Source: an optimization exercise on an open RTL-to-GDS flow (aim: small area and a short achievable clock period). Production flows keep margins and buffers that such runs may drop. Only simulation tests tie the RTL to the original design; equivalence was not proved. No activity file was given, so power comes from the tool's default toggle rates.

==> flow/design.v (outline; a module is shown in full before it is edited, if it fits) <==
// module ans_delay_line: 16 lines
// module cost_unit: 410 lines
// module delta_bank_ctrl: 23 lines
// module delta_mem_bank: 16 lines
// module out_layer_top: 46 lines
module out_layer_top (
	input  logic                                  clk,
	input  logic                                  rst_n_i,
	input  logic [out_layer_pkg::CYC_W-1:0]       cycle_index_i,   
	input  logic                                  cycle_clk_i,     
	input  logic [2*out_layer_pkg::LANES*out_layer_pkg::FIX_WIDTH-1:0] fwd_i,  
	input  logic [out_layer_pkg::LANES-1:0]       ans_i,           
	output logic [out_layer_pkg::LANES*out_layer_pkg::FIX_WIDTH-1:0] del_o,  
	output logic [out_layer_pkg::LANES-1:0]       ans_o            
);
  // ...
==> flow/flow/run.sh <==
#!/bin/bash
# Standard ORFS layout (the standard.sh) with these changes to how it is made:
#  - synthesis skips the generic "abc -fast" pass inside yosys synth (SYNTH_ARGS=-noabc), so the
#    full adders written in the RTL reach extract_fa as written; the registers (names, count
#    and cell types) are the same as the standard synthesis gives;
#  - port buffers are buf_2 cells instead of the resizer's default pick (a delay cell);
#  - repair_timing aims for more setup slack than the 10 ns clock needs, so the layout is
#    pushed towards the shortest period it can reach. Constraints and period are unchanged.
set -euo pipefail
bash standard.sh \
  SYNTH_ARGS=-noabc \
  'BUFFER_PORTS_ARGS=-buffer_cell sky130_fd_sc_hd__buf_2' \
  SETUP_SLACK_MARGIN=7 \
  finish > orfs_make.log 2>&1
==> flow/standard.sh <==
#!/bin/bash
# synth_recipe.tcl (not shown) runs the flow's synth.tcl, then flattens the netlist and writes it again
# the make line also repeats each setting of config.mk as NAME=value (left out here)
make -C /OpenROAD-flow-scripts/flow DESIGN_CONFIG=/design/flow/config.mk WORK_HOME=/design/flow/orfs CLKGATE_MAP_FILE= SYNTH_SCRIPT=/design/flow/synth_recipe.tcl "${@:-finish}"
==> flow/config.mk <==
export PLATFORM = sky130hd
export DESIGN_NAME = out_layer_top
export DESIGN_NICKNAME = out_layer_top
export VERILOG_FILES = /design/flow/design.v
export SDC_FILE = /design/flow/constraint.sdc
export NUM_CORES = 4
export LEC_CHECK = 0
export CAP_MARGIN = 20
export CORE_MARGIN = 2
export CORE_UTILIZATION = 65
export PLACE_DENSITY = 0.75
export SLEW_MARGIN = 20
==> flow/constraint.sdc <==
create_clock -name core_clock -period 10.0 [get_ports {clk}]
set_input_delay 2.0000 -clock core_clock [delete_from_list [all_inputs] [get_ports {clk}]]
set_output_delay 2.0000 -clock core_clock [all_outputs]
set_load 0.01 [all_outputs]
==> summary.md, run 1 <==
The flow ran to the end and the layout has no timing, DRC or antenna violations. Registers take 0.0153 mm2. The main power-consuming group is combinational logic. Across all setup checks in the final design, the least slack found is 6.73 ns.

The critical path starts at g_lane[3].i_cost_unit.hi_b_q[7]$_DFF_P_. Setup repair after global routing could not meet its margin everywhere. The count of placed standard cells in the final layout, fillers left out is 5016. Type of destination of the critical path: a register. Global routing used 47.7% of the available met2 tracks. Derived from the worst setup path, the maximum achievable clock frequency is 306 MHz. The via count of the first global-routing pass was 29700. Summed over all nets, the switching power comes to 5.97 mW. The slowest stage of the critical path is the sky130_fd_sc_hd__nor4_4 cell.

Non-clock inverters in the final layout number 147. Summing every instance area after synthesis gives 0.0411 mm2. The number of hold buffers added after CTS was 0. In this run, CTS created clock tree buffers numbering 73. Of the cells placed in the final design, the portion with a size suffix greater than 1 is 29.1%. After clock tree synthesis, the repair step resized 455 gates.

In this run the static leakage power is 20.8 nW. In the finished design, the share of the clock period the worst path needs comes to 32.7%. Ranked by instance count, the synthesized netlist is headed by sky130_fd_sc_hd__dfxtp_1, sky130_fd_sc_hd__a22oi_1, sky130_fd_sc_hd__xnor2_1, sky130_fd_sc_hd__fa_1, sky130_fd_sc_hd__clkbuf_1.

The number of setup buffers added after CTS is 98. During tapcell insertion the tool placed 846 well taps. Synthesis produced 3789 cells. The met3 wire length is 8220 um, and the layout buffer count excluding clock buffers is 572.

Power spread over the standard cell area amounts to 308 mW/mm2. The total number of nets in the final design was 4855.
==> module cost_unit, before the edit <==
module cost_unit (
	input  logic        clk,
	input  logic [15:0] act_i,    
	input  logic [15:0] adot_i,   
	input  logic        y_i,      
	output logic [15:0] del_o     
);
	logic [16:0] diff;
	logic [15:0] d_n;
	logic [16:0] a_ext;
	logic [7:0]  one_n, two_n, neg_n;
	assign diff = {act_i[15], act_i} - {6'd0, y_i, 10'd0};
	assign d_n  = (diff[16] != diff[15]) ? 16'h8000 : diff[15:0];
	assign a_ext = {adot_i, 1'b0};
	for (genvar i = 0; i < 8; i++) begin : g_enc
		logic b2, b1, b0;
		assign b2 = a_ext[2*i+2];
		assign b1 = a_ext[2*i+1];
		assign b0 = a_ext[2*i];
		assign one_n[i] = b1 ^ b0;
		assign two_n[i] = (b2 & ~b1 & ~b0) | (~b2 & b1 & b0);
		assign neg_n[i] = b2 & ~(b1 & b0);
	end
	logic [15:0] d_q;
	logic [7:0]  one_q, two_q, neg_q;
	always_ff @(posedge clk) begin
		d_q   <= d_n;
		one_q <= one_n;
		two_q <= two_n;
		neg_q <= neg_n;
	end
	logic fc100, fc102, fc104, fc106, fc108, fc110, fc112, fc114, fc116, fc118, fc120, fc122, fc124, fc126, fc132, fc136, fc138, fc14, fc140, fc142, fc144, fc146, fc148, fc150, fc152, fc154, fc156, fc158, fc160, fc162, fc164, fc166, fc168, fc170, fc172, fc174, fc178, fc18, fc180, fc182, fc184, fc186, fc188, fc190, fc192, fc194, fc196, fc198, fc2, fc200, fc202, fc204, fc206, fc208, fc210, fc212, fc214, fc216, fc218, fc22, fc220, fc24, fc28, fc30, fc34, fc36, fc40, fc42, fc46, fc48, fc54, fc56, fc58, fc6, fc62, fc66, fc68, fc72, fc76, fc78, fc8, fc80, fc82, fc84, fc86, fc88, fc90, fc92, fc94, fc96, fc98, fs1, fs101, fs103, fs105, fs107, fs109, fs111, fs113, fs115, fs117, fs119, fs121, fs123, fs125, fs13, fs131, fs135, fs137, fs139, fs141, fs143, fs145, fs147, fs149, fs151, fs153, fs155, fs157, fs159, fs161, fs163, fs165, fs167, fs169, fs17, fs171, fs173, fs177, fs179, fs181, fs183, fs185, fs187, fs189, fs191, fs193, fs195, fs197, fs199, fs201, fs203, fs205, fs207, fs209, fs21, fs211, fs213, fs215, fs217, fs219, fs23, fs27, fs29, fs33, fs35, fs39, fs41, fs45, fs47, fs5, fs53, fs55, fs57, fs61, fs65, fs67, fs7, fs71, fs75, fs77, fs79, fs81, fs83, fs85, fs87, fs89, fs91, fs93, fs95, fs97, fs99, hc10, hc12, hc130, hc134, hc16, hc176, hc20, hc26, hc32, hc38, hc4, hc44, hc50, hc60, hc64, hc70, hc74, hs11, hs129, hs133, hs15, hs175, hs19, hs25, hs3, hs31, hs37, hs43, hs49, hs59, hs63, hs69, hs73, hs9, oc128, oc52, os127, os51, pp0_0, pp0_1, pp0_10, pp0_11, pp0_12, pp0_13, pp0_14, pp0_15, pp0_16, pp0_2, pp0_3, pp0_4, pp0_5, pp0_6, pp0_7, pp0_8, pp0_9, pp1_0, pp1_1, pp1_10, pp1_11, pp1_12, pp1_13, pp1_14, pp1_15, pp1_16, pp1_2, pp1_3, pp1_4, pp1_5, pp1_6, pp1_7, pp1_8, pp1_9, pp2_0, pp2_1, pp2_10, pp2_11, pp2_12, pp2_13, pp2_14, pp2_15, pp2_16, pp2_2, pp2_3, pp2_4, pp2_5, pp2_6, pp2_7, pp2_8, pp2_9, pp3_0, pp3_1, pp3_10, pp3_11, pp3_12, pp3_13, pp3_14, pp3_15, pp3_16, pp3_2, pp3_3, pp3_4, pp3_5, pp3_6, pp3_7, pp3_8, pp3_9, pp4_0, pp4_1, pp4_10, pp4_11, pp4_12, pp4_13, pp4_14, pp4_15, pp4_16, pp4_2, pp4_3, pp4_4, pp4_5, pp4_6, pp4_7, pp4_8, pp4_9, pp5_0, pp5_1, pp5_10, pp5_11, pp5_12, pp5_13, pp5_14, pp5_15, pp5_16, pp5_2, pp5_3, pp5_4, pp5_5, pp5_6, pp5_7, pp5_8, pp5_9, pp6_0, pp6_1, pp6_10, pp6_11, pp6_12, pp6_13, pp6_14, pp6_15, pp6_16, pp6_2, pp6_3, pp6_4, pp6_5, pp6_6, pp6_7, pp6_8, pp6_9, pp7_0, pp7_1, pp7_10, pp7_11, pp7_12, pp7_13, pp7_14, pp7_15, pp7_16, pp7_2, pp7_3, pp7_4, pp7_5, pp7_6, pp7_7, pp7_8, pp7_9;
	assign pp0_0 = ((one_q[0] & d_q[0]) | (two_q[0] & 1'b0)) ^ neg_q[0];
	assign pp0_1 = ((one_q[0] & d_q[1]) | (two_q[0] & d_q[0])) ^ neg_q[0];
	assign pp0_2 = ((one_q[0] & d_q[2]) | (two_q[0] & d_q[1])) ^ neg_q[0];
	assign pp0_3 = ((one_q[0] & d_q[3]) | (two_q[0] & d_q[2])) ^ neg_q[0];
	assign pp0_4 = ((one_q[0] & d_q[4]) | (two_q[0] & d_q[3])) ^ neg_q[0];
	assign pp0_5 = ((one_q[0] & d_q[5]) | (two_q[0] & d_q[4])) ^ neg_q[0];
	assign pp0_6 = ((one_q[0] & d_q[6]) | (two_q[0] & d_q[5])) ^ neg_q[0];
	assign pp0_7 = ((one_q[0] & d_q[7]) | (two_q[0] & d_q[6])) ^ neg_q[0];
	assign pp0_8 = ((one_q[0] & d_q[8]) | (two_q[0] & d_q[7])) ^ neg_q[0];
	assign pp0_9 = ((one_q[0] & d_q[9]) | (two_q[0] & d_q[8])) ^ neg_q[0];
	assign pp0_10 = ((one_q[0] & d_q[10]) | (two_q[0] & d_q[9])) ^ neg_q[0];
	assign pp0_11 = ((one_q[0] & d_q[11]) | (two_q[0] & d_q[10])) ^ neg_q[0];
	assign pp0_12 = ((one_q[0] & d_q[12]) | (two_q[0] & d_q[11])) ^ neg_q[0];
	assign pp0_13 = ((one_q[0] & d_q[13]) | (two_q[0] & d_q[12])) ^ neg_q[0];
	assign pp0_14 = ((one_q[0] & d_q[14]) | (two_q[0] & d_q[13])) ^ neg_q[0];
	assign pp0_15 = ((one_q[0] & d_q[15]) | (two_q[0] & d_q[14])) ^ neg_q[0];
	assign pp0_16 = ((one_q[0] & d_q[15]) | (two_q[0] & d_q[15])) ^ neg_q[0];
	assign pp1_0 = ((one_q[1] & d_q[0]) | (two_q[1] & 1'b0)) ^ neg_q[1];
	assign pp1_1 = ((one_q[1] & d_q[1]) | (two_q[1] & d_q[0])) ^ neg_q[1];
	assign pp1_2 = ((one_q[1] & d_q[2]) | (two_q[1] & d_q[1])) ^ neg_q[1];
	assign pp1_3 = ((one_q[1] & d_q[3]) | (two_q[1] & d_q[2])) ^ neg_q[1];
	assign pp1_4 = ((one_q[1] & d_q[4]) | (two_q[1] & d_q[3])) ^ neg_q[1];
	assign pp1_5 = ((one_q[1] & d_q[5]) | (two_q[1] & d_q[4])) ^ neg_q[1];
	assign pp1_6 = ((one_q[1] & d_q[6]) | (two_q[1] & d_q[5])) ^ neg_q[1];
	assign pp1_7 = ((one_q[1] & d_q[7]) | (two_q[1] & d_q[6])) ^ neg_q[1];
	assign pp1_8 = ((one_q[1] & d_q[8]) | (two_q[1] & d_q[7])) ^ neg_q[1];
	assign pp1_9 = ((one_q[1] & d_q[9]) | (two_q[1] & d_q[8])) ^ neg_q[1];
	assign pp1_10 = ((one_q[1] & d_q[10]) | (two_q[1] & d_q[9])) ^ neg_q[1];
	assign pp1_11 = ((one_q[1] & d_q[11]) | (two_q[1] & d_q[10])) ^ neg_q[1];
	assign pp1_12 = ((one_q[1] & d_q[12]) | (two_q[1] & d_q[11])) ^ neg_q[1];
	assign pp1_13 = ((one_q[1] & d_q[13]) | (two_q[1] & d_q[12])) ^ neg_q[1];
	assign pp1_14 = ((one_q[1] & d_q[14]) | (two_q[1] & d_q[13])) ^ neg_q[1];
	assign pp1_15 = ((one_q[1] & d_q[15]) | (two_q[1] & d_q[14])) ^ neg_q[1];
	assign pp1_16 = ((one_q[1] & d_q[15]) | (two_q[1] & d_q[15])) ^ neg_q[1];
	assign pp2_0 = ((one_q[2] & d_q[0]) | (two_q[2] & 1'b0)) ^ neg_q[2];
	assign pp2_1 = ((one_q[2] & d_q[1]) | (two_q[2] & d_q[0])) ^ neg_q[2];
	assign pp2_2 = ((one_q[2] & d_q[2]) | (two_q[2] & d_q[1])) ^ neg_q[2];
	assign pp2_3 = ((one_q[2] & d_q[3]) | (two_q[2] & d_q[2])) ^ neg_q[2];
	assign pp2_4 = ((one_q[2] & d_q[4]) | (two_q[2] & d_q[3])) ^ neg_q[2];
	assign pp2_5 = ((one_q[2] & d_q[5]) | (two_q[2] & d_q[4])) ^ neg_q[2];
	assign pp2_6 = ((one_q[2] & d_q[6]) | (two_q[2] & d_q[5])) ^ neg_q[2];
	assign pp2_7 = ((one_q[2] & d_q[7]) | (two_q[2] & d_q[6])) ^ neg_q[2];
	assign pp2_8 = ((one_q[2] & d_q[8]) | (two_q[2] & d_q[7])) ^ neg_q[2];
	assign pp2_9 = ((one_q[2] & d_q[9]) | (two_q[2] & d_q[8])) ^ neg_q[2];
	assign pp2_10 = ((one_q[2] & d_q[10]) | (two_q[2] & d_q[9])) ^ neg_q[2];
	assign pp2_11 = ((one_q[2] & d_q[11]) | (two_q[2] & d_q[10])) ^ neg_q[2];
	assign pp2_12 = ((one_q[2] & d_q[12]) | (two_q[2] & d_q[11])) ^ neg_q[2];
	assign pp2_13 = ((one_q[2] & d_q[13]) | (two_q[2] & d_q[12])) ^ neg_q[2];
	assign pp2_14 = ((one_q[2] & d_q[14]) | (two_q[2] & d_q[13])) ^ neg_q[2];
	assign pp2_15 = ((one_q[2] & d_q[15]) | (two_q[2] & d_q[14])) ^ neg_q[2];
	assign pp2_16 = ((one_q[2] & d_q[15]) | (two_q[2] & d_q[15])) ^ neg_q[2];
	assign pp3_0 = ((one_q[3] & d_q[0]) | (two_q[3] & 1'b0)) ^ neg_q[3];
	assign pp3_1 = ((one_q[3] & d_q[1]) | (two_q[3] & d_q[0])) ^ neg_q[3];
	assign pp3_2 = ((one_q[3] & d_q[2]) | (two_q[3] & d_q[1])) ^ neg_q[3];
	assign pp3_3 = ((one_q[3] & d_q[3]) | (two_q[3] & d_q[2])) ^ neg_q[3];
	assign pp3_4 = ((one_q[3] & d_q[4]) | (two_q[3] & d_q[3])) ^ neg_q[3];
	assign pp3_5 = ((one_q[3] & d_q[5]) | (two_q[3] & d_q[4])) ^ neg_q[3];
	assign pp3_6 = ((one_q[3] & d_q[6]) | (two_q[3] & d_q[5])) ^ neg_q[3];
	assign pp3_7 = ((one_q[3] & d_q[7]) | (two_q[3] & d_q[6])) ^ neg_q[3];
	assign pp3_8 = ((one_q[3] & d_q[8]) | (two_q[3] & d_q[7])) ^ neg_q[3];
	assign pp3_9 = ((one_q[3] & d_q[9]) | (two_q[3] & d_q[8])) ^ neg_q[3];
	assign pp3_10 = ((one_q[3] & d_q[10]) | (two_q[3] & d_q[9])) ^ neg_q[3];
	assign pp3_11 = ((one_q[3] & d_q[11]) | (two_q[3] & d_q[10])) ^ neg_q[3];
	assign pp3_12 = ((one_q[3] & d_q[12]) | (two_q[3] & d_q[11])) ^ neg_q[3];
	assign pp3_13 = ((one_q[3] & d_q[13]) | (two_q[3] & d_q[12])) ^ neg_q[3];
	assign pp3_14 = ((one_q[3] & d_q[14]) | (two_q[3] & d_q[13])) ^ neg_q[3];
	assign pp3_15 = ((one_q[3] & d_q[15]) | (two_q[3] & d_q[14])) ^ neg_q[3];
	assign pp3_16 = ((one_q[3] & d_q[15]) | (two_q[3] & d_q[15])) ^ neg_q[3];
	assign pp4_0 = ((one_q[4] & d_q[0]) | (two_q[4] & 1'b0)) ^ neg_q[4];
	assign pp4_1 = ((one_q[4] & d_q[1]) | (two_q[4] & d_q[0])) ^ neg_q[4];
	assign pp4_2 = ((one_q[4] & d_q[2]) | (two_q[4] & d_q[1])) ^ neg_q[4];
	assign pp4_3 = ((one_q[4] & d_q[3]) | (two_q[4] & d_q[2])) ^ neg_q[4];
	assign pp4_4 = ((one_q[4] & d_q[4]) | (two_q[4] & d_q[3])) ^ neg_q[4];
	assign pp4_5 = ((one_q[4] & d_q[5]) | (two_q[4] & d_q[4])) ^ neg_q[4];
	assign pp4_6 = ((one_q[4] & d_q[6]) | (two_q[4] & d_q[5])) ^ neg_q[4];
	assign pp4_7 = ((one_q[4] & d_q[7]) | (two_q[4] & d_q[6])) ^ neg_q[4];
	assign pp4_8 = ((one_q[4] & d_q[8]) | (two_q[4] & d_q[7])) ^ neg_q[4];
	assign pp4_9 = ((one_q[4] & d_q[9]) | (two_q[4] & d_q[8])) ^ neg_q[4];
	assign pp4_10 = ((one_q[4] & d_q[10]) | (two_q[4] & d_q[9])) ^ neg_q[4];
	assign pp4_11 = ((one_q[4] & d_q[11]) | (two_q[4] & d_q[10])) ^ neg_q[4];
	assign pp4_12 = ((one_q[4] & d_q[12]) | (two_q[4] & d_q[11])) ^ neg_q[4];
	assign pp4_13 = ((one_q[4] & d_q[13]) | (two_q[4] & d_q[12])) ^ neg_q[4];
	assign pp4_14 = ((one_q[4] & d_q[14]) | (two_q[4] & d_q[13])) ^ neg_q[4];
	assign pp4_15 = ((one_q[4] & d_q[15]) | (two_q[4] & d_q[14])) ^ neg_q[4];
	assign pp4_16 = ((one_q[4] & d_q[15]) | (two_q[4] & d_q[15])) ^ neg_q[4];
	assign pp5_0 = ((one_q[5] & d_q[0]) | (two_q[5] & 1'b0)) ^ neg_q[5];
	assign pp5_1 = ((one_q[5] & d_q[1]) | (two_q[5] & d_q[0])) ^ neg_q[5];
	assign pp5_2 = ((one_q[5] & d_q[2]) | (two_q[5] & d_q[1])) ^ neg_q[5];
	assign pp5_3 = ((one_q[5] & d_q[3]) | (two_q[5] & d_q[2])) ^ neg_q[5];
	assign pp5_4 = ((one_q[5] & d_q[4]) | (two_q[5] & d_q[3])) ^ neg_q[5];
	assign pp5_5 = ((one_q[5] & d_q[5]) | (two_q[5] & d_q[4])) ^ neg_q[5];
	assign pp5_6 = ((one_q[5] & d_q[6]) | (two_q[5] & d_q[5])) ^ neg_q[5];
	assign pp5_7 = ((one_q[5] & d_q[7]) | (two_q[5] & d_q[6])) ^ neg_q[5];
	assign pp5_8 = ((one_q[5] & d_q[8]) | (two_q[5] & d_q[7])) ^ neg_q[5];
	assign pp5_9 = ((one_q[5] & d_q[9]) | (two_q[5] & d_q[8])) ^ neg_q[5];
	assign pp5_10 = ((one_q[5] & d_q[10]) | (two_q[5] & d_q[9])) ^ neg_q[5];
	assign pp5_11 = ((one_q[5] & d_q[11]) | (two_q[5] & d_q[10])) ^ neg_q[5];
	assign pp5_12 = ((one_q[5] & d_q[12]) | (two_q[5] & d_q[11])) ^ neg_q[5];
	assign pp5_13 = ((one_q[5] & d_q[13]) | (two_q[5] & d_q[12])) ^ neg_q[5];
	assign pp5_14 = ((one_q[5] & d_q[14]) | (two_q[5] & d_q[13])) ^ neg_q[5];
	assign pp5_15 = ((one_q[5] & d_q[15]) | (two_q[5] & d_q[14])) ^ neg_q[5];
	assign pp5_16 = ((one_q[5] & d_q[15]) | (two_q[5] & d_q[15])) ^ neg_q[5];
	assign pp6_0 = ((one_q[6] & d_q[0]) | (two_q[6] & 1'b0)) ^ neg_q[6];
	assign pp6_1 = ((one_q[6] & d_q[1]) | (two_q[6] & d_q[0])) ^ neg_q[6];
	assign pp6_2 = ((one_q[6] & d_q[2]) | (two_q[6] & d_q[1])) ^ neg_q[6];
	assign pp6_3 = ((one_q[6] & d_q[3]) | (two_q[6] & d_q[2])) ^ neg_q[6];
	assign pp6_4 = ((one_q[6] & d_q[4]) | (two_q[6] & d_q[3])) ^ neg_q[6];
	assign pp6_5 = ((one_q[6] & d_q[5]) | (two_q[6] & d_q[4])) ^ neg_q[6];
	assign pp6_6 = ((one_q[6] & d_q[6]) | (two_q[6] & d_q[5])) ^ neg_q[6];
	assign pp6_7 = ((one_q[6] & d_q[7]) | (two_q[6] & d_q[6])) ^ neg_q[6];
	assign pp6_8 = ((one_q[6] & d_q[8]) | (two_q[6] & d_q[7])) ^ neg_q[6];
	assign pp6_9 = ((one_q[6] & d_q[9]) | (two_q[6] & d_q[8])) ^ neg_q[6];
	assign pp6_10 = ((one_q[6] & d_q[10]) | (two_q[6] & d_q[9])) ^ neg_q[6];
	assign pp6_11 = ((one_q[6] & d_q[11]) | (two_q[6] & d_q[10])) ^ neg_q[6];
	assign pp6_12 = ((one_q[6] & d_q[12]) | (two_q[6] & d_q[11])) ^ neg_q[6];
	assign pp6_13 = ((one_q[6] & d_q[13]) | (two_q[6] & d_q[12])) ^ neg_q[6];
	assign pp6_14 = ((one_q[6] & d_q[14]) | (two_q[6] & d_q[13])) ^ neg_q[6];
	assign pp6_15 = ((one_q[6] & d_q[15]) | (two_q[6] & d_q[14])) ^ neg_q[6];
	assign pp6_16 = ((one_q[6] & d_q[15]) | (two_q[6] & d_q[15])) ^ neg_q[6];
	assign pp7_0 = ((one_q[7] & d_q[0]) | (two_q[7] & 1'b0)) ^ neg_q[7];
	assign pp7_1 = ((one_q[7] & d_q[1]) | (two_q[7] & d_q[0])) ^ neg_q[7];
	assign pp7_2 = ((one_q[7] & d_q[2]) | (two_q[7] & d_q[1])) ^ neg_q[7];
	assign pp7_3 = ((one_q[7] & d_q[3]) | (two_q[7] & d_q[2])) ^ neg_q[7];
	assign pp7_4 = ((one_q[7] & d_q[4]) | (two_q[7] & d_q[3])) ^ neg_q[7];
	assign pp7_5 = ((one_q[7] & d_q[5]) | (two_q[7] & d_q[4])) ^ neg_q[7];
	assign pp7_6 = ((one_q[7] & d_q[6]) | (two_q[7] & d_q[5])) ^ neg_q[7];
	assign pp7_7 = ((one_q[7] & d_q[7]) | (two_q[7] & d_q[6])) ^ neg_q[7];
	assign pp7_8 = ((one_q[7] & d_q[8]) | (two_q[7] & d_q[7])) ^ neg_q[7];
	assign pp7_9 = ((one_q[7] & d_q[9]) | (two_q[7] & d_q[8])) ^ neg_q[7];
	assign pp7_10 = ((one_q[7] & d_q[10]) | (two_q[7] & d_q[9])) ^ neg_q[7];
	assign pp7_11 = ((one_q[7] & d_q[11]) | (two_q[7] & d_q[10])) ^ neg_q[7];
	assign pp7_12 = ((one_q[7] & d_q[12]) | (two_q[7] & d_q[11])) ^ neg_q[7];
	assign pp7_13 = ((one_q[7] & d_q[13]) | (two_q[7] & d_q[12])) ^ neg_q[7];
	assign pp7_14 = ((one_q[7] & d_q[14]) | (two_q[7] & d_q[13])) ^ neg_q[7];
	assign pp7_15 = ((one_q[7] & d_q[15]) | (two_q[7] & d_q[14])) ^ neg_q[7];
	assign pp7_16 = ((one_q[7] & d_q[15]) | (two_q[7] & d_q[15])) ^ neg_q[7];
	assign fs1 = pp0_2 ^ pp1_0 ^ neg_q[1];
	assign fc2 = (pp0_2 & pp1_0) | (pp0_2 & neg_q[1]) | (pp1_0 & neg_q[1]);
	assign hs3 = pp0_3 ^ pp1_1;
	assign hc4 = pp0_3 & pp1_1;
	assign fs5 = pp0_4 ^ pp1_2 ^ pp2_0;
	assign fc6 = (pp0_4 & pp1_2) | (pp0_4 & pp2_0) | (pp1_2 & pp2_0);
	assign fs7 = pp0_5 ^ pp1_3 ^ pp2_1;
	assign fc8 = (pp0_5 & pp1_3) | (pp0_5 & pp2_1) | (pp1_3 & pp2_1);
	assign hs9 = pp0_10 ^ pp1_8;
	assign hc10 = pp0_10 & pp1_8;
	assign hs11 = pp0_11 ^ pp1_9;
	assign hc12 = pp0_11 & pp1_9;
	assign fs13 = pp0_12 ^ pp1_10 ^ pp2_8;
	assign fc14 = (pp0_12 & pp1_10) | (pp0_12 & pp2_8) | (pp1_10 & pp2_8);
	assign hs15 = pp3_6 ^ pp4_4;
	assign hc16 = pp3_6 & pp4_4;
	assign fs17 = pp0_13 ^ pp1_11 ^ pp2_9;
	assign fc18 = (pp0_13 & pp1_11) | (pp0_13 & pp2_9) | (pp1_11 & pp2_9);
	assign hs19 = pp3_7 ^ pp4_5;
	assign hc20 = pp3_7 & pp4_5;
	assign fs21 = pp0_14 ^ pp1_12 ^ pp2_10;
	assign fc22 = (pp0_14 & pp1_12) | (pp0_14 & pp2_10) | (pp1_12 & pp2_10);
	assign fs23 = pp3_8 ^ pp4_6 ^ pp5_4;
	assign fc24 = (pp3_8 & pp4_6) | (pp3_8 & pp5_4) | (pp4_6 & pp5_4);
	assign hs25 = pp6_2 ^ pp7_0;
	assign hc26 = pp6_2 & pp7_0;
	assign fs27 = pp0_15 ^ pp1_13 ^ pp2_11;
	assign fc28 = (pp0_15 & pp1_13) | (pp0_15 & pp2_11) | (pp1_13 & pp2_11);
	assign fs29 = pp3_9 ^ pp4_7 ^ pp5_5;
	assign fc30 = (pp3_9 & pp4_7) | (pp3_9 & pp5_5) | (pp4_7 & pp5_5);
	assign hs31 = pp6_3 ^ pp7_1;
	assign hc32 = pp6_3 & pp7_1;
	assign fs33 = pp0_16 ^ pp1_14 ^ pp2_12;
	assign fc34 = (pp0_16 & pp1_14) | (pp0_16 & pp2_12) | (pp1_14 & pp2_12);
	assign fs35 = pp3_10 ^ pp4_8 ^ pp5_6;
	assign fc36 = (pp3_10 & pp4_8) | (pp3_10 & pp5_6) | (pp4_8 & pp5_6);
	assign hs37 = pp6_4 ^ pp7_2;
	assign hc38 = pp6_4 & pp7_2;
	assign fs39 = pp0_16 ^ pp1_15 ^ pp2_13;
	assign fc40 = (pp0_16 & pp1_15) | (pp0_16 & pp2_13) | (pp1_15 & pp2_13);
	assign fs41 = pp3_11 ^ pp4_9 ^ pp5_7;
	assign fc42 = (pp3_11 & pp4_9) | (pp3_11 & pp5_7) | (pp4_9 & pp5_7);
	assign hs43 = pp6_5 ^ pp7_3;
	assign hc44 = pp6_5 & pp7_3;
	assign fs45 = ~pp0_16 ^ ~pp1_16 ^ pp2_14;
	assign fc46 = (~pp0_16 & ~pp1_16) | (~pp0_16 & pp2_14) | (~pp1_16 & pp2_14);
	assign fs47 = pp3_12 ^ pp4_10 ^ pp5_8;
	assign fc48 = (pp3_12 & pp4_10) | (pp3_12 & pp5_8) | (pp4_10 & pp5_8);
	assign hs49 = pp6_6 ^ pp7_4;
	assign hc50 = pp6_6 & pp7_4;
	assign os51 = ~(pp2_15 ^ pp3_13);
	assign oc52 = pp2_15 | pp3_13;
	assign fs53 = pp4_11 ^ pp5_9 ^ pp6_7;
	assign fc54 = (pp4_11 & pp5_9) | (pp4_11 & pp6_7) | (pp5_9 & pp6_7);
	assign fs55 = ~pp2_16 ^ pp3_14 ^ pp4_12;
	assign fc56 = (~pp2_16 & pp3_14) | (~pp2_16 & pp4_12) | (pp3_14 & pp4_12);
	assign fs57 = fs5 ^ neg_q[2] ^ hc4;
	assign fc58 = (fs5 & neg_q[2]) | (fs5 & hc4) | (neg_q[2] & hc4);
	assign hs59 = fs7 ^ fc6;
	assign hc60 = fs7 & fc6;
	assign fs61 = pp0_6 ^ pp1_4 ^ pp2_2;
	assign fc62 = (pp0_6 & pp1_4) | (pp0_6 & pp2_2) | (pp1_4 & pp2_2);
	assign hs63 = pp3_0 ^ neg_q[3];
	assign hc64 = pp3_0 & neg_q[3];
	assign fs65 = pp0_7 ^ pp1_5 ^ pp2_3;
	assign fc66 = (pp0_7 & pp1_5) | (pp0_7 & pp2_3) | (pp1_5 & pp2_3);
	assign fs67 = pp0_8 ^ pp1_6 ^ pp2_4;
	assign fc68 = (pp0_8 & pp1_6) | (pp0_8 & pp2_4) | (pp1_6 & pp2_4);
	assign hs69 = pp3_2 ^ pp4_0;
	assign hc70 = pp3_2 & pp4_0;
	assign fs71 = pp0_9 ^ pp1_7 ^ pp2_5;
	assign fc72 = (pp0_9 & pp1_7) | (pp0_9 & pp2_5) | (pp1_7 & pp2_5);
	assign hs73 = pp3_3 ^ pp4_1;
	assign hc74 = pp3_3 & pp4_1;
	assign fs75 = hs9 ^ pp2_6 ^ pp3_4;
	assign fc76 = (hs9 & pp2_6) | (hs9 & pp3_4) | (pp2_6 & pp3_4);
	assign fs77 = pp4_2 ^ pp5_0 ^ neg_q[5];
	assign fc78 = (pp4_2 & pp5_0) | (pp4_2 & neg_q[5]) | (pp5_0 & neg_q[5]);
	assign fs79 = hs11 ^ pp2_7 ^ pp3_5;
	assign fc80 = (hs11 & pp2_7) | (hs11 & pp3_5) | (pp2_7 & pp3_5);
	assign fs81 = pp4_3 ^ pp5_1 ^ hc10;
	assign fc82 = (pp4_3 & pp5_1) | (pp4_3 & hc10) | (pp5_1 & hc10);
	assign fs83 = fs13 ^ hs15 ^ pp5_2;
	assign fc84 = (fs13 & hs15) | (fs13 & pp5_2) | (hs15 & pp5_2);
	assign fs85 = pp6_0 ^ neg_q[6] ^ hc12;
	assign fc86 = (pp6_0 & neg_q[6]) | (pp6_0 & hc12) | (neg_q[6] & hc12);
	assign fs87 = fs17 ^ hs19 ^ pp5_3;
	assign fc88 = (fs17 & hs19) | (fs17 & pp5_3) | (hs19 & pp5_3);
	assign fs89 = pp6_1 ^ fc14 ^ hc16;
	assign fc90 = (pp6_1 & fc14) | (pp6_1 & hc16) | (fc14 & hc16);
	assign fs91 = fs21 ^ fs23 ^ hs25;
	assign fc92 = (fs21 & fs23) | (fs21 & hs25) | (fs23 & hs25);
	assign fs93 = neg_q[7] ^ fc18 ^ hc20;
	assign fc94 = (neg_q[7] & fc18) | (neg_q[7] & hc20) | (fc18 & hc20);
	assign fs95 = fs27 ^ fs29 ^ hs31;
	assign fc96 = (fs27 & fs29) | (fs27 & hs31) | (fs29 & hs31);
	assign fs97 = fc22 ^ fc24 ^ hc26;
	assign fc98 = (fc22 & fc24) | (fc22 & hc26) | (fc24 & hc26);
	assign fs99 = fs33 ^ fs35 ^ hs37;
	assign fc100 = (fs33 & fs35) | (fs33 & hs37) | (fs35 & hs37);
	assign fs101 = fc28 ^ fc30 ^ hc32;
	assign fc102 = (fc28 & fc30) | (fc28 & hc32) | (fc30 & hc32);
	assign fs103 = fs39 ^ fs41 ^ hs43;
	assign fc104 = (fs39 & fs41) | (fs39 & hs43) | (fs41 & hs43);
	assign fs105 = fc34 ^ fc36 ^ hc38;
	assign fc106 = (fc34 & fc36) | (fc34 & hc38) | (fc36 & hc38);
	assign fs107 = fs45 ^ fs47 ^ hs49;
	assign fc108 = (fs45 & fs47) | (fs45 & hs49) | (fs47 & hs49);
	assign fs109 = fc40 ^ fc42 ^ hc44;
	assign fc110 = (fc40 & fc42) | (fc40 & hc44) | (fc42 & hc44);
	assign fs111 = os51 ^ fs53 ^ pp7_5;
	assign fc112 = (os51 & fs53) | (os51 & pp7_5) | (fs53 & pp7_5);
	assign fs113 = fc46 ^ fc48 ^ hc50;
	assign fc114 = (fc46 & fc48) | (fc46 & hc50) | (fc48 & hc50);
	assign fs115 = fs55 ^ pp5_10 ^ pp6_8;
	assign fc116 = (fs55 & pp5_10) | (fs55 & pp6_8) | (pp5_10 & pp6_8);
	assign fs117 = pp7_6 ^ oc52 ^ fc54;
	assign fc118 = (pp7_6 & oc52) | (pp7_6 & fc54) | (oc52 & fc54);
	assign fs119 = ~pp3_15 ^ pp4_13 ^ pp5_11;
	assign fc120 = (~pp3_15 & pp4_13) | (~pp3_15 & pp5_11) | (pp4_13 & pp5_11);
	assign fs121 = pp6_9 ^ pp7_7 ^ fc56;
	assign fc122 = (pp6_9 & pp7_7) | (pp6_9 & fc56) | (pp7_7 & fc56);
	assign fs123 = ~pp3_16 ^ pp4_14 ^ pp5_12;
	assign fc124 = (~pp3_16 & pp4_14) | (~pp3_16 & pp5_12) | (pp4_14 & pp5_12);
	assign fs125 = pp6_10 ^ pp7_8 ^ pp3_15;
	assign fc126 = (pp6_10 & pp7_8) | (pp6_10 & pp3_15) | (pp7_8 & pp3_15);
	assign os127 = ~(pp4_15 ^ pp5_13);
	assign oc128 = pp4_15 | pp5_13;
	assign hs129 = pp6_11 ^ pp7_9;
	assign hc130 = pp6_11 & pp7_9;
	assign fs131 = ~pp4_16 ^ pp5_14 ^ pp6_12;
	assign fc132 = (~pp4_16 & pp5_14) | (~pp4_16 & pp6_12) | (pp5_14 & pp6_12);
	assign hs133 = fs61 ^ hs63;
	assign hc134 = fs61 & hs63;
	assign fs135 = fs65 ^ pp3_1 ^ fc62;
	assign fc136 = (fs65 & pp3_1) | (fs65 & fc62) | (pp3_1 & fc62);
	assign fs137 = fs67 ^ hs69 ^ neg_q[4];
	assign fc138 = (fs67 & hs69) | (fs67 & neg_q[4]) | (hs69 & neg_q[4]);
	assign fs139 = fs71 ^ hs73 ^ fc68;
	assign fc140 = (fs71 & hs73) | (fs71 & fc68) | (hs73 & fc68);
	assign fs141 = fs75 ^ fs77 ^ fc72;
	assign fc142 = (fs75 & fs77) | (fs75 & fc72) | (fs77 & fc72);
	assign fs143 = fs79 ^ fs81 ^ fc76;
	assign fc144 = (fs79 & fs81) | (fs79 & fc76) | (fs81 & fc76);
	assign fs145 = fs83 ^ fs85 ^ fc80;
	assign fc146 = (fs83 & fs85) | (fs83 & fc80) | (fs85 & fc80);
	assign fs147 = fs87 ^ fs89 ^ fc84;
	assign fc148 = (fs87 & fs89) | (fs87 & fc84) | (fs89 & fc84);
	assign fs149 = fs91 ^ fs93 ^ fc88;
	assign fc150 = (fs91 & fs93) | (fs91 & fc88) | (fs93 & fc88);
	assign fs151 = fs95 ^ fs97 ^ fc92;
	assign fc152 = (fs95 & fs97) | (fs95 & fc92) | (fs97 & fc92);
	assign fs153 = fs99 ^ fs101 ^ fc96;
	assign fc154 = (fs99 & fs101) | (fs99 & fc96) | (fs101 & fc96);
	assign fs155 = fs103 ^ fs105 ^ fc100;
	assign fc156 = (fs103 & fs105) | (fs103 & fc100) | (fs105 & fc100);
	assign fs157 = fs107 ^ fs109 ^ fc104;
	assign fc158 = (fs107 & fs109) | (fs107 & fc104) | (fs109 & fc104);
	assign fs159 = fs111 ^ fs113 ^ fc108;
	assign fc160 = (fs111 & fs113) | (fs111 & fc108) | (fs113 & fc108);
	assign fs161 = fs115 ^ fs117 ^ fc112;
	assign fc162 = (fs115 & fs117) | (fs115 & fc112) | (fs117 & fc112);
	assign fs163 = fs119 ^ fs121 ^ fc116;
	assign fc164 = (fs119 & fs121) | (fs119 & fc116) | (fs121 & fc116);
	assign fs165 = fs123 ^ fs125 ^ fc120;
	assign fc166 = (fs123 & fs125) | (fs123 & fc120) | (fs125 & fc120);
	assign fs167 = os127 ^ hs129 ^ fc124;
	assign fc168 = (os127 & hs129) | (os127 & fc124) | (hs129 & fc124);
	assign fs169 = fs131 ^ pp7_10 ^ oc128;
	assign fc170 = (fs131 & pp7_10) | (fs131 & oc128) | (pp7_10 & oc128);
	assign fs171 = ~pp5_15 ^ pp6_13 ^ pp7_11;
	assign fc172 = (~pp5_15 & pp6_13) | (~pp5_15 & pp7_11) | (pp6_13 & pp7_11);
	assign fs173 = ~pp5_16 ^ pp6_14 ^ pp7_12;
	assign fc174 = (~pp5_16 & pp6_14) | (~pp5_16 & pp7_12) | (pp6_14 & pp7_12);
	assign hs175 = hs133 ^ fc8;
	assign hc176 = hs133 & fc8;
	assign fs177 = fs135 ^ hc64 ^ hc134;
	assign fc178 = (fs135 & hc64) | (fs135 & hc134) | (hc64 & hc134);
	assign fs179 = fs137 ^ fc66 ^ fc136;
	assign fc180 = (fs137 & fc66) | (fs137 & fc136) | (fc66 & fc136);
	assign fs181 = fs139 ^ hc70 ^ fc138;
	assign fc182 = (fs139 & hc70) | (fs139 & fc138) | (hc70 & fc138);
	assign fs183 = fs141 ^ hc74 ^ fc140;
	assign fc184 = (fs141 & hc74) | (fs141 & fc140) | (hc74 & fc140);
	assign fs185 = fs143 ^ fc78 ^ fc142;
	assign fc186 = (fs143 & fc78) | (fs143 & fc142) | (fc78 & fc142);
	assign fs187 = fs145 ^ fc82 ^ fc144;
	assign fc188 = (fs145 & fc82) | (fs145 & fc144) | (fc82 & fc144);
	assign fs189 = fs147 ^ fc86 ^ fc146;
	assign fc190 = (fs147 & fc86) | (fs147 & fc146) | (fc86 & fc146);
	assign fs191 = fs149 ^ fc90 ^ fc148;
	assign fc192 = (fs149 & fc90) | (fs149 & fc148) | (fc90 & fc148);
	assign fs193 = fs151 ^ fc94 ^ fc150;
	assign fc194 = (fs151 & fc94) | (fs151 & fc150) | (fc94 & fc150);
	assign fs195 = fs153 ^ fc98 ^ fc152;
	assign fc196 = (fs153 & fc98) | (fs153 & fc152) | (fc98 & fc152);
	assign fs197 = fs155 ^ fc102 ^ fc154;
	assign fc198 = (fs155 & fc102) | (fs155 & fc154) | (fc102 & fc154);
	assign fs199 = fs157 ^ fc106 ^ fc156;
	assign fc200 = (fs157 & fc106) | (fs157 & fc156) | (fc106 & fc156);
	assign fs201 = fs159 ^ fc110 ^ fc158;
	assign fc202 = (fs159 & fc110) | (fs159 & fc158) | (fc110 & fc158);
	assign fs203 = fs161 ^ fc114 ^ fc160;
	assign fc204 = (fs161 & fc114) | (fs161 & fc160) | (fc114 & fc160);
	assign fs205 = fs163 ^ fc118 ^ fc162;
	assign fc206 = (fs163 & fc118) | (fs163 & fc162) | (fc118 & fc162);
	assign fs207 = fs165 ^ fc122 ^ fc164;
	assign fc208 = (fs165 & fc122) | (fs165 & fc164) | (fc122 & fc164);
	assign fs209 = fs167 ^ fc126 ^ fc166;
	assign fc210 = (fs167 & fc126) | (fs167 & fc166) | (fc126 & fc166);
	assign fs211 = fs169 ^ hc130 ^ fc168;
	assign fc212 = (fs169 & hc130) | (fs169 & fc168) | (hc130 & fc168);
	assign fs213 = fs171 ^ fc132 ^ fc170;
	assign fc214 = (fs171 & fc132) | (fs171 & fc170) | (fc132 & fc170);
	assign fs215 = fs173 ^ pp5_15 ^ fc172;
	assign fc216 = (fs173 & pp5_15) | (fs173 & fc172) | (pp5_15 & fc172);
	assign fs217 = ~pp6_15 ^ pp7_13 ^ fc174;
	assign fc218 = (~pp6_15 & pp7_13) | (~pp6_15 & fc174) | (pp7_13 & fc174);
	assign fs219 = ~pp6_16 ^ pp7_14 ^ pp6_15;
	assign fc220 = (~pp6_16 & pp7_14) | (~pp6_16 & pp6_15) | (pp7_14 & pp6_15);
	logic [31:0] row_a, row_b;
	assign row_a = {1'b1, ~pp7_16, ~pp7_15, fs219, fs217, fs215, fs213, fs211, fs209, fs207, fs205, fs203, fs201, fs199, fs197, fs195, fs193, fs191, fs189, fs187, fs185, fs183, fs181, fs179, fs177, hs175, hs59, fs57, hs3, fs1, pp0_1, pp0_0};
	assign row_b = {1'b0, pp7_15, fc220, fc218, fc216, fc214, fc212, fc210, fc208, fc206, fc204, fc202, fc200, fc198, fc196, fc194, fc192, fc190, fc188, fc186, fc184, fc182, fc180, fc178, hc176, hc60, fc58, 1'b0, fc2, 1'b0, 1'b0, neg_q[0]};
	logic [6:0] lo_sum;
	assign lo_sum = {1'b0, row_a[5:0]} + {1'b0, row_b[5:0]};
	logic [25:0] hi_a_q, hi_b_q;
	logic        cin_q;
	always_ff @(posedge clk) begin
		hi_a_q <= row_a[31:6];
		hi_b_q <= row_b[31:6];
		cin_q  <= lo_sum[6];
	end
	logic [25:0] sum;
	logic [21:0] q;
	logic        ovf;
	assign sum = hi_a_q + hi_b_q + {25'd0, cin_q};
	assign q   = sum[25:4];
	assign ovf = ~((&q[21:15]) | ~(|q[21:15]));
	always_ff @(posedge clk) begin
		del_o <= ovf ? {q[21], {15{~q[21]}}} : q[15:0];
	end
endmodule
==> run 2: changes to the inputs <==
--- a/flow/design.v
+++ b/flow/design.v
@@ -462,12 +462,218 @@
 		cin_q  <= lo_sum[6];
 	end
-	logic [25:0] sum;
-	logic [21:0] q;
-	logic        ovf;
-	assign sum = hi_a_q + hi_b_q + {25'd0, cin_q};
-	assign q   = sum[25:4];
-	assign ovf = ~((&q[21:15]) | ~(|q[21:15]));
+	logic [25:0] g, p;
+	assign g = hi_a_q & hi_b_q;
+	assign p = hi_a_q ^ hi_b_q;
+	logic [26:0] c;
+	logic sg0_1, sp0_1;
+	assign sg0_1 = g[1] | (p[1] & g[0]);
+	assign sp0_1 = p[1] & p[0];
+	logic sg0_3, sp0_3;
+	assign sg0_3 = g[3] | (p[3] & g[2]);
+	assign sp0_3 = p[3] & p[2];
+	logic sg0_5, sp0_5;
+	assign sg0_5 = g[5] | (p[5] & g[4]);
+	assign sp0_5 = p[5] & p[4];
+	logic sg0_7, sp0_7;
+	assign sg0_7 = g[7] | (p[7] & g[6]);
+	assign sp0_7 = p[7] & p[6];
+	logic sg0_9, sp0_9;
+	assign sg0_9 = g[9] | (p[9] & g[8]);
+	assign sp0_9 = p[9] & p[8];
+	logic sg0_11, sp0_11;
+	assign sg0_11 = g[11] | (p[11] & g[10]);
+	assign sp0_11 = p[11] & p[10];
+	logic sg0_13, sp0_13;
+	assign sg0_13 = g[13] | (p[13] & g[12]);
+	assign sp0_13 = p[13] & p[12];
+	logic sg0_15, sp0_15;
+	assign sg0_15 = g[15] | (p[15] & g[14]);
+	assign sp0_15 = p[15] & p[14];
+	logic sg0_17, sp0_17;
+	assign sg0_17 = g[17] | (p[17] & g[16]);
+	assign sp0_17 = p[17] & p[16];
+	logic sg0_19, sp0_19;
+	assign sg0_19 = g[19] | (p[19] & g[18]);
+	assign sp0_19 = p[19] & p[18];
+	logic sg0_21, sp0_21;
+	assign sg0_21 = g[21] | (p[21] & g[20]);
+	assign sp0_21 = p[21] & p[20];
+	logic sg0_23, sp0_23;
+	assign sg0_23 = g[23] | (p[23] & g[22]);
+	assign sp0_23 = p[23] & p[22];
+	logic sg0_25, sp0_25;
+	assign sg0_25 = g[25] | (p[25] & g[24]);
+	assign sp0_25 = p[25] & p[24];
+	logic sg1_2, sp1_2;
+	assign sg1_2 = g[2] | (p[2] & sg0_1);
+	assign sp1_2 = p[2] & sp0_1;
+	logic sg1_3, sp1_3;
+	assign sg1_3 = sg0_3 | (sp0_3 & sg0_1);
+	assign sp1_3 = sp0_3 & sp0_1;
+	logic sg1_6, sp1_6;
+	assign sg1_6 = g[6] | (p[6] & sg0_5);
+	assign sp1_6 = p[6] & sp0_5;
+	logic sg1_7, sp1_7;
+	assign sg1_7 = sg0_7 | (sp0_7 & sg0_5);
+	assign sp1_7 = sp0_7 & sp0_5;
+	logic sg1_10, sp1_10;
+	assign sg1_10 = g[10] | (p[10] & sg0_9);
+	assign sp1_10 = p[10] & sp0_9;
+	logic sg1_11, sp1_11;
+	assign sg1_11 = sg0_11 | (sp0_11 & sg0_9);
+	assign sp1_11 = sp0_11 & sp0_9;
+	logic sg1_14, sp1_14;
+	assign sg1_14 = g[14] | (p[14] & sg0_13);
+	assign sp1_14 = p[14] & sp0_13;
+	logic sg1_15, sp1_15;
+	assign sg1_15 = sg0_15 | (sp0_15 & sg0_13);
+	assign sp1_15 = sp0_15 & sp0_13;
+	logic sg1_18, sp1_18;
+	assign sg1_18 = g[18] | (p[18] & sg0_17);
+	assign sp1_18 = p[18] & sp0_17;
+	logic sg1_19, sp1_19;
+	assign sg1_19 = sg0_19 | (sp0_19 & sg0_17);
+	assign sp1_19 = sp0_19 & sp0_17;
+	logic sg1_22, sp1_22;
+	assign sg1_22 = g[22] | (p[22] & sg0_21);
+	assign sp1_22 = p[22] & sp0_21;
+	logic sg1_23, sp1_23;
+	assign sg1_23 = sg0_23 | (sp0_23 & sg0_21);
+	assign sp1_23 = sp0_23 & sp0_21;
+	logic sg2_4, sp2_4;
+	assign sg2_4 = g[4] | (p[4] & sg1_3);
+	assign sp2_4 = p[4] & sp1_3;
+	logic sg2_5, sp2_5;
+	assign sg2_5 = sg0_5 | (sp0_5 & sg1_3);
+	assign sp2_5 = sp0_5 & sp1_3;
+	logic sg2_6, sp2_6;
+	assign sg2_6 = sg1_6 | (sp1_6 & sg1_3);
+	assign sp2_6 = sp1_6 & sp1_3;
+	logic sg2_7, sp2_7;
+	assign sg2_7 = sg1_7 | (sp1_7 & sg1_3);
+	assign sp2_7 = sp1_7 & sp1_3;
+	logic sg2_12, sp2_12;
+	assign sg2_12 = g[12] | (p[12] & sg1_11);
+	assign sp2_12 = p[12] & sp1_11;
+	logic sg2_13, sp2_13;
+	assign sg2_13 = sg0_13 | (sp0_13 & sg1_11);
+	assign sp2_13 = sp0_13 & sp1_11;
+	logic sg2_14, sp2_14;
+	assign sg2_14 = sg1_14 | (sp1_14 & sg1_11);
+	assign sp2_14 = sp1_14 & sp1_11;
+	logic sg2_15, sp2_15;
+	assign sg2_15 = sg1_15 | (sp1_15 & sg1_11);
+	assign sp2_15 = sp1_15 & sp1_11;
+	logic sg2_20, sp2_20;
+	assign sg2_20 = g[20] | (p[20] & sg1_19);
+	assign sp2_20 = p[20] & sp1_19;
+	logic sg2_21, sp2_21;
+	assign sg2_21 = sg0_21 | (sp0_21 & sg1_19);
+	assign sp2_21 = sp0_21 & sp1_19;
+	logic sg2_22, sp2_22;
+	assign sg2_22 = sg1_22 | (sp1_22 & sg1_19);
+	assign sp2_22 = sp1_22 & sp1_19;
+	logic sg2_23, sp2_23;
+	assign sg2_23 = sg1_23 | (sp1_23 & sg1_19);
+	assign sp2_23 = sp1_23 & sp1_19;
+	logic sg3_8, sp3_8;
+	assign sg3_8 = g[8] | (p[8] & sg2_7);
+	assign sp3_8 = p[8] & sp2_7;
+	logic sg3_9, sp3_9;
+	assign sg3_9 = sg0_9 | (sp0_9 & sg2_7);
+	assign sp3_9 = sp0_9 & sp2_7;
+	logic sg3_10, sp3_10;
+	assign sg3_10 = sg1_10 | (sp1_10 & sg2_7);
+	assign sp3_10 = sp1_10 & sp2_7;
+	logic sg3_11, sp3_11;
+	assign sg3_11 = sg1_11 | (sp1_11 & sg2_7);
+	assign sp3_11 = sp1_11 & sp2_7;
+	logic sg3_12, sp3_12;
+	assign sg3_12 = sg2_12 | (sp2_12 & sg2_7);
+	assign sp3_12 = sp2_12 & sp2_7;
+	logic sg3_13, sp3_13;
+	assign sg3_13 = sg2_13 | (sp2_13 & sg2_7);
+	assign sp3_13 = sp2_13 & sp2_7;
+	logic sg3_14, sp3_14;
+	assign sg3_14 = sg2_14 | (sp2_14 & sg2_7);
+	assign sp3_14 = sp2_14 & sp2_7;
+	logic sg3_15, sp3_15;
+	assign sg3_15 = sg2_15 | (sp2_15 & sg2_7);
+	assign sp3_15 = sp2_15 & sp2_7;
+	logic sg3_24, sp3_24;
+	assign sg3_24 = g[24] | (p[24] & sg2_23);
+	assign sp3_24 = p[24] & sp2_23;
+	logic sg3_25, sp3_25;
+	assign sg3_25 = sg0_25 | (sp0_25 & sg2_23);
+	assign sp3_25 = sp0_25 & sp2_23;
+	logic sg4_16, sp4_16;
+	assign sg4_16 = g[16] | (p[16] & sg3_15);
+	assign sp4_16 = p[16] & sp3_15;
+	logic sg4_17, sp4_17;
+	assign sg4_17 = sg0_17 | (sp0_17 & sg3_15);
+	assign sp4_17 = sp0_17 & sp3_15;
+	logic sg4_18, sp4_18;
+	assign sg4_18 = sg1_18 | (sp1_18 & sg3_15);
+	assign sp4_18 = sp1_18 & sp3_15;
+	logic sg4_19, sp4_19;
+	assign sg4_19 = sg1_19 | (sp1_19 & sg3_15);
+	assign sp4_19 = sp1_19 & sp3_15;
+	logic sg4_20, sp4_20;
+	assign sg4_20 = sg2_20 | (sp2_20 & sg3_15);
+	assign sp4_20 = sp2_20 & sp3_15;
+	logic sg4_21, sp4_21;
+	assign sg4_21 = sg2_21 | (sp2_21 & sg3_15);
+	assign sp4_21 = sp2_21 & sp3_15;
+	logic sg4_22, sp4_22;
+	assign sg4_22 = sg2_22 | (sp2_22 & sg3_15);
+	assign sp4_22 = sp2_22 & sp3_15;
+	logic sg4_23, sp4_23;
+	assign sg4_23 = sg2_23 | (sp2_23 & sg3_15);
+	assign sp4_23 = sp2_23 & sp3_15;
+	logic sg4_24, sp4_24;
+	assign sg4_24 = sg3_24 | (sp3_24 & sg3_15);
+	assign sp4_24 = sp3_24 & sp3_15;
+	logic sg4_25, sp4_25;
+	assign sg4_25 = sg3_25 | (sp3_25 & sg3_15);
+	assign sp4_25 = sp3_25 & sp3_15;
+	assign c[0] = cin_q;
+	assign c[1] = g[0] | (p[0] & cin_q);
+	assign c[2] = sg0_1 | (sp0_1 & cin_q);
+	assign c[3] = sg1_2 | (sp1_2 & cin_q);
+	assign c[4] = sg1_3 | (sp1_3 & cin_q);
+	assign c[5] = sg2_4 | (sp2_4 & cin_q);
+	assign c[6] = sg2_5 | (sp2_5 & cin_q);
+	assign c[7] = sg2_6 | (sp2_6 & cin_q);
+	assign c[8] = sg2_7 | (sp2_7 & cin_q);
+	assign c[9] = sg3_8 | (sp3_8 & cin_q);
+	assign c[10] = sg3_9 | (sp3_9 & cin_q);
+	assign c[11] = sg3_10 | (sp3_10 & cin_q);
+	assign c[12] = sg3_11 | (sp3_11 & cin_q);
+	assign c[13] = sg3_12 | (sp3_12 & cin_q);
+	assign c[14] = sg3_13 | (sp3_13 & cin_q);
+	assign c[15] = sg3_14 | (sp3_14 & cin_q);
+	assign c[16] = sg3_15 | (sp3_15 & cin_q);
+	assign c[17] = sg4_16 | (sp4_16 & cin_q);
+	assign c[18] = sg4_17 | (sp4_17 & cin_q);
+	assign c[19] = sg4_18 | (sp4_18 & cin_q);
+	assign c[20] = sg4_19 | (sp4_19 & cin_q);
+	assign c[21] = sg4_20 | (sp4_20 & cin_q);
+	assign c[22] = sg4_21 | (sp4_21 & cin_q);
+	assign c[23] = sg4_22 | (sp4_22 & cin_q);
+	assign c[24] = sg4_23 | (sp4_23 & cin_q);
+	assign c[25] = sg4_24 | (sp4_24 & cin_q);
+	assign c[26] = sg4_25 | (sp4_25 & cin_q);
+	logic [6:0] t0, t1;
+	logic       e0, e1, ovf, sgn;
+	assign t0  = hi_a_q[25:19] + hi_b_q[25:19];
+	assign t1  = t0 + 7'd1;
+	assign e0  = (&t0) | ~(|t0);
+	assign e1  = (&t1) | ~(|t1);
+	assign ovf = c[19] ? ~e1 : ~e0;
+	assign sgn = c[19] ? t1[6] : t0[6];
+	logic [15:0] q;
+	assign q = p[19:4] ^ c[19:4];
 	always_ff @(posedge clk) begin
-		del_o <= ovf ? {q[21], {15{~q[21]}}} : q[15:0];
+		del_o <= ovf ? {sgn, {15{~sgn}}} : q;
 	end
 endmodule
--- a/flow/flow/run.sh
+++ b/flow/flow/run.sh
@@ -11,4 +11,4 @@
   SYNTH_ARGS=-noabc \
   'BUFFER_PORTS_ARGS=-buffer_cell sky130_fd_sc_hd__buf_2' \
-  SETUP_SLACK_MARGIN=7 \
+  SETUP_SLACK_MARGIN=6.85 \
   finish > orfs_make.log 2>&1
--- a/flow/config.mk
+++ b/flow/config.mk
@@ -8,5 +8,7 @@
 export CAP_MARGIN = 20
 export CORE_MARGIN = 2
-export CORE_UTILIZATION = 65
-export PLACE_DENSITY = 0.75
+export CORE_UTILIZATION = 75
+export CTS_CLUSTER_DIAMETER = 80
+export CTS_CLUSTER_SIZE = 30
+export PLACE_DENSITY = 0.85
 export SLEW_MARGIN = 20
==> summary.md, run 2 <==
The flow ran to the end and the layout has no timing, DRC or antenna violations. The tools report the sum of negative setup slack as 0 ns (unchanged). Type of destination of the critical path: an output pin (was a register).

The share of the synthesized area in the top cell type was 36.0% (was 35.7%); the deepest level of the CTS H-tree was 1 (was 3). The row count is 85 (was 92), and the clock transition at the registers of the reported paths is 0.11 ns (was 0.06 ns). The actual transition at the worst max-transition pin was 0.915 ns (was 0.633 ns). The largest register by flop count was i_delta_mem_bank.stage_q (unchanged). For the number of hold-repair buffers added at the cts stage, the log shows 0 (unchanged).

The run gives 0 (unchanged) as the final global-route overflow total. The worst slack at placement was 6.28 ns (was 6.03 ns); the ratio of final minimum period to clock period was 31.5% (was 32.7%). For the via count of the routed design, the log shows 27600 (was 30000). Registers with the most flip-flops: i_delta_mem_bank.stage_q (192), g_lane.i_cost_unit.hi_a_q (100), g_lane.i_cost_unit.hi_b_q (100) (unchanged). The most used flip-flop cell after synthesis was sky130_fd_sc_hd__dfxtp_1 (unchanged). The placeable core region was 0.0538 mm2 (was 0.0629 mm2). The final design utilization is 80.7% (was 79.8%), and the number of warning messages in the yosys log is 6 (unchanged). Critical path start-end classification: register to output pin (was register to register).

The endpoint required time on the critical path was 8.00 ns (was 10.54 ns); the maximum number of buffers from clock root to sink was 3 (unchanged). The filler cell count came out at 3234 (was 3638). Area contributors post-synth: sky130_fd_sc_hd__dfxtp_1, sky130_fd_sc_hd__fa_1, sky130_fd_sc_hd__xnor2_1, sky130_fd_sc_hd__a22oi_1, sky130_fd_sc_hd__ha_1 (unchanged).

The residual DRC count was 0 (unchanged). The height of the die works out to 237 um (was 255 um). Clock tree root driver cell: sky130_fd_sc_hd__clkbuf_16 (unchanged). The die boundary width was 237 um (was 255 um). The tools report the critical register-to-register path startpoint as g_lane[2].i_cost_unit.hi_b_q[19]$_DFF_P_ (was g_lane[3].i_cost_unit.hi_b_q[7]$_DFF_P_). The cell depth of the worst hold path is 0 (unchanged), and the synthesized area is 0.0409 mm2 (was 0.0411 mm2). The logs give 4498 (was 4531) for the post-synthesis net count and 30.7% (was 28.3%) for the total track usage.

The clock latency on the worst-skew pair was 0.63 ns (was 0.62 ns); the number of flip-flops in the largest register was 192 (unchanged). The path length in cells of the critical path came out at 1 (was 15). The pin count of the biggest net entering global routing is 67 (unchanged), and the initial cell density of the core is 75.9% (was 65.4%). The slack of the worst reg-to-reg path is 6.90 ns (was 6.73 ns), and the max-cap check violation count is 0 (unchanged). The flip-flop and latch count after synthesis was 734 (unchanged); the number of buffers and inverters on the critical path was 1 (was 4).

For the number of top-level design ports, the log shows 206 (unchanged). The final count of negative-setup-slack endpoints is 0 (unchanged), and the number of detailed-routing iterations run before antenna repair is 7 (unchanged). The cell family with the largest share of critical-path delay was flip-flops (was compound AO/OA/AOI/OAI gates). The dominant cell by count in the synthesized netlist was sky130_fd_sc_hd__dfxtp_1 (unchanged).

The type of the most critical hold path is register to register (unchanged). TritonCTS built the clock tree. For the clock buffer count from CTS, the log shows 31 (was 73). Worst flop-to-flop path endpoint: g_lane[2].i_cost_unit.del_o[15]$_DFF_P_ (was g_lane[3].i_cost_unit.del_o[7]$_DFF_P_). The die area is 0.0564 mm2 (was 0.0653 mm2). The critical-path maximum fanout came out at 2 (was 7). The fraction of synthesis flops using an asynchronous set or reset pin works out to 0% (unchanged). The worst hold margin was 0.328 ns (was 0.310 ns).

The leakage power came out at 18.1 nW (was 20.8 nW). Setup repair after global routing could not meet its margin everywhere. The number of antenna violations at the first check in global routing is 0 (was 1). The antenna diode count is 0 (was 1), and the longest individual stage delay on the worst path is 0.41 ns (was 0.44 ns). The run gives 0.0417 mm2 (was 0.0422 mm2) as the cell area after placement. The library cell with the largest summed area after synthesis is sky130_fd_sc_hd__dfxtp_1 (unchanged). The cell with the largest stage delay on the worst path was sky130_fd_sc_hd__dfxtp_4 (was sky130_fd_sc_hd__nor4_4).

The final RePlAce weighted congestion was 0.920 (was 0.906). The logs give 4453 (was 4855) for the total number of nets in the final design and 142000 um (was 151000 um) for the wire length of the first global-routing pass. The run gives 0 (unchanged) as the final count of pins violating max slew. The most frequent standard cell in the layout excluding fill and tap cells is sky130_fd_sc_hd__dfxtp_1 (unchanged). The count of clock tree sinks was 734 (unchanged). The mean number of vias per cell was 6.27 (was 5.98). The final design area excluding fillers is 0.0434 mm2 (was 0.0501 mm2), and the total detailed-routing wirelength is 87600 um (was 101000 um). The fraction of layout instances using a drive strength above 1 works out to 13.0% (was 29.1%).

Critical Path, Cell by Cell: buf_6 (was ha_4 > nand4_1 > a211oi_2 > o21a_1 > buf_6 > nor3_4 > a311oi_4 > a22oi_1 > nand4_1 > buf_4 > nor3_2 > nor4_4 > buf_4 > buf_12 > mux2i_1). The quantity of I/O buffers inserted on ports is 204 (unchanged). Leading cell types in the layout, fill and taps excluded: sky130_fd_sc_hd__dfxtp_1, sky130_fd_sc_hd__a22oi_1, sky130_fd_sc_hd__xnor2_1 (was sky130_fd_sc_hd__dfxtp_1, sky130_fd_sc_hd__xnor2_1, sky130_fd_sc_hd__a22oi_1). Detail-routed net length per standard cell: 19.9 um (was 20.2 um).

The maximum ir drop on the vdd rail came out at 0.000210 V (was 0.000177 V). The logs give 6.85 ns (was 6.73 ns) for the final worst setup slack and 61900 um (was 62300 um) for the half-perimeter wire length after placement. The worst max-slew margin expressed relative to the limit was 38.1% (was 57.8%).

For the clock skew after layout, the log shows 0.0179 ns (was 0.0243 ns). The antenna violation net count after detailed routing is 0 (unchanged), and the mean cell area of the mapped netlist is 10.9 um2 (about the same). The power per standard cell area is 296 mW/mm2 (was 308 mW/mm2).

The via count of the first global-routing pass was 28700 (was 29700); the arrival time of data at the critical path endpoint was 1.15 ns (was 3.81 ns). The startpoint of the tightest hold check path was i_ans_delay_line.stage_q[7][0]$_DFF_P_ (was g_lane[3].i_cost_unit.del_o[13]$_DFF_P_). The number of enable-type register cells in the synthesized netlist came out at 0 (unchanged). The final critical path time including I/O delays and setup is 3.15 ns (was 3.27 ns), and the timing-limited maximum frequency is 318 MHz (was 306 MHz). The logs give 3736 (was 3789) for the number of cells produced by synthesis and 0 (unchanged) for the number of hold violations in the final report. Endpoint with the worst hold slack: i_ans_delay_line.stage_q[8][0]$_DFF_P_ (was i_delta_mem_bank.stage_q[0][61]$_DFF_P_). Startpoint kind of the worst setup timing path: a register (unchanged). The area growth from synthesis to layout works out to 6.32% (was 22.0%). The logs give 2850 (was 2928) for the number of design-rule violations left by the first detailed-router iteration and 36.0% (was 35.7%) for the fraction of the yosys area taken by sequential cells. Most common library cells after synthesis: sky130_fd_sc_hd__dfxtp_1, sky130_fd_sc_hd__a22oi_1, sky130_fd_sc_hd__xnor2_1, sky130_fd_sc_hd__fa_1, sky130_fd_sc_hd__clkbuf_1 (unchanged). The count of cells along the worst register-to-register path was 9 (was 15).

The number of distinct library cells after synthesis is 73 (was 78).
==> run 2: cell types whose count changed after synthesis, moves of 7 or more <==
| cell | delta |
|---|---|
| sky130_fd_sc_hd__a21o_1 | +23 |
| sky130_fd_sc_hd__a21oi_1 | -37 |
| sky130_fd_sc_hd__buf_1 | -7 |
| sky130_fd_sc_hd__ha_1 | +16 |
| sky130_fd_sc_hd__inv_1 | +18 |
| sky130_fd_sc_hd__mux2i_1 | -7 |
| sky130_fd_sc_hd__nand4_1 | -10 |
| sky130_fd_sc_hd__nor3_1 | -8 |
| sky130_fd_sc_hd__o21ai_1 | -22 |
| sky130_fd_sc_hd__o21ai_2 | -12 |
| sky130_fd_sc_hd__o221ai_1 | +7 |
| sky130_fd_sc_hd__o22ai_1 | +16 |
| sky130_fd_sc_hd__xor2_1 | -12 |
==> run 2: metal layers <==
layer	vias up	global-route usage, %	routed length, um
met5	-	0	0
met1	13600	39.8	34700
met2	1300	52.9	43200
li1	12500	-	-
met3	212	4.51	6980
met4	0	10.8	2710
==> run 2: worst max path at each step <==
stage | from | endpoint | slack (ns)
finish | i_ans_delay_line.stage_q[11][1]$_SDFF_PN0_ | ans_o[1] | 6.85
global route | i_ans_delay_line.stage_q[11][1]$_SDFF_PN0_ | ans_o[1] | 6.82
CTS | i_ans_delay_line.stage_q[11][3]$_SDFF_PN0_ | ans_o[3] | 6.79
detailed placement | fwd_i[74] | g_lane[0].i_cost_unit.d_q[5]$_SDFF_PP0_ | 6.28
global placement | fwd_i[74] | g_lane[0].i_cost_unit.d_q[6]$_SDFF_PP0_ | 6.38
floorplan | g_lane[0].i_cost_unit.d_q[15]$_SDFF_PP1_ | g_lane[0].i_cost_unit.hi_a_q[10]$_DFF_P_ | 6.85
==> run 2: repair_timing <==
action,4_1_cts,5_1_grt
setup endpoints to repair,171,145
cloned,0,1
pin swaps,4,6
buffers inserted,6,5
gates resized for setup,194,138
==> run 2: kinds of logic (layout without fill, tap and decap cells) <==
kind of cell	Yosys count	in the layout	share of synthesized area (%)
AO/OA/AOI/OAI	826	826	14.3
flip-flops	734	734	36.0
adder cells (fa/ha/maj)	624	624	25.9
XOR/XNOR	600	600	12.9
buffers and inverters	474	438	4.43
AND/OR/NAND/NOR	468	469	6.26
multiplexers	10	10	0.248
==> run 2: through the flow <==
step           instances  total power, mW
2_1_floorplan       3736             9.57
3_3_place_gp        4342             10.8
3_5_place_dp        4342             11.3
4_1_cts             4391             12.8
5_1_grt             4397             14.0
6_report            4397             12.9
==> run 2: layout make-up <==
type                    count  area, um2  area share [%]
clock inverters            11        130           0.300
well taps                 696        871            2.00
repair buffers            230       1320            3.03
clock buffers              32        779            1.79
flip-flops and latches    734      15200            35.0
multi-input cells        2529      24500            56.4
inverters                 165        619            1.43
==> run 2: report_power, final <==
part | switching, mW | total [mW] | internal [mW]
clock | 0.895 | 1.48 | 0.588
sequential | 0.529 | 4.58 | 4.06
combinational | 3.65 | 6.80 | 3.15

-- what the ideal ports hide --
In the flow no input, the clock included, has a driving cell. The finished layouts below were timed again as built, in two steps.
Step 1, drivers: a clkbuf_16 drives clk and a buf_2 each remaining input, both assumed.
Step 2, shift: input delay + t, output delay - t, t = (earliest + latest rising clock arrival at the registers) / 2. This alone moves slack from input paths to output paths.
Slacks: ideal / step 1 / step 2; pairs: ideal / step 1.
run | t, ns | setup slack, ns | hold WS [ns]
run 1 | 0.671 | 6.727 / 6.727 / 6.547 | 0.310 / 0.310 / 0.310
run 2 | 0.685 | 6.853 / 6.792 / 6.407 | 0.328 / 0.328 / 0.328
After both steps setup and hold are still met in every run listed. The setup slack of run 2, which loses most, moves by -0.061 ns with the drivers and by -0.446 ns with both steps.
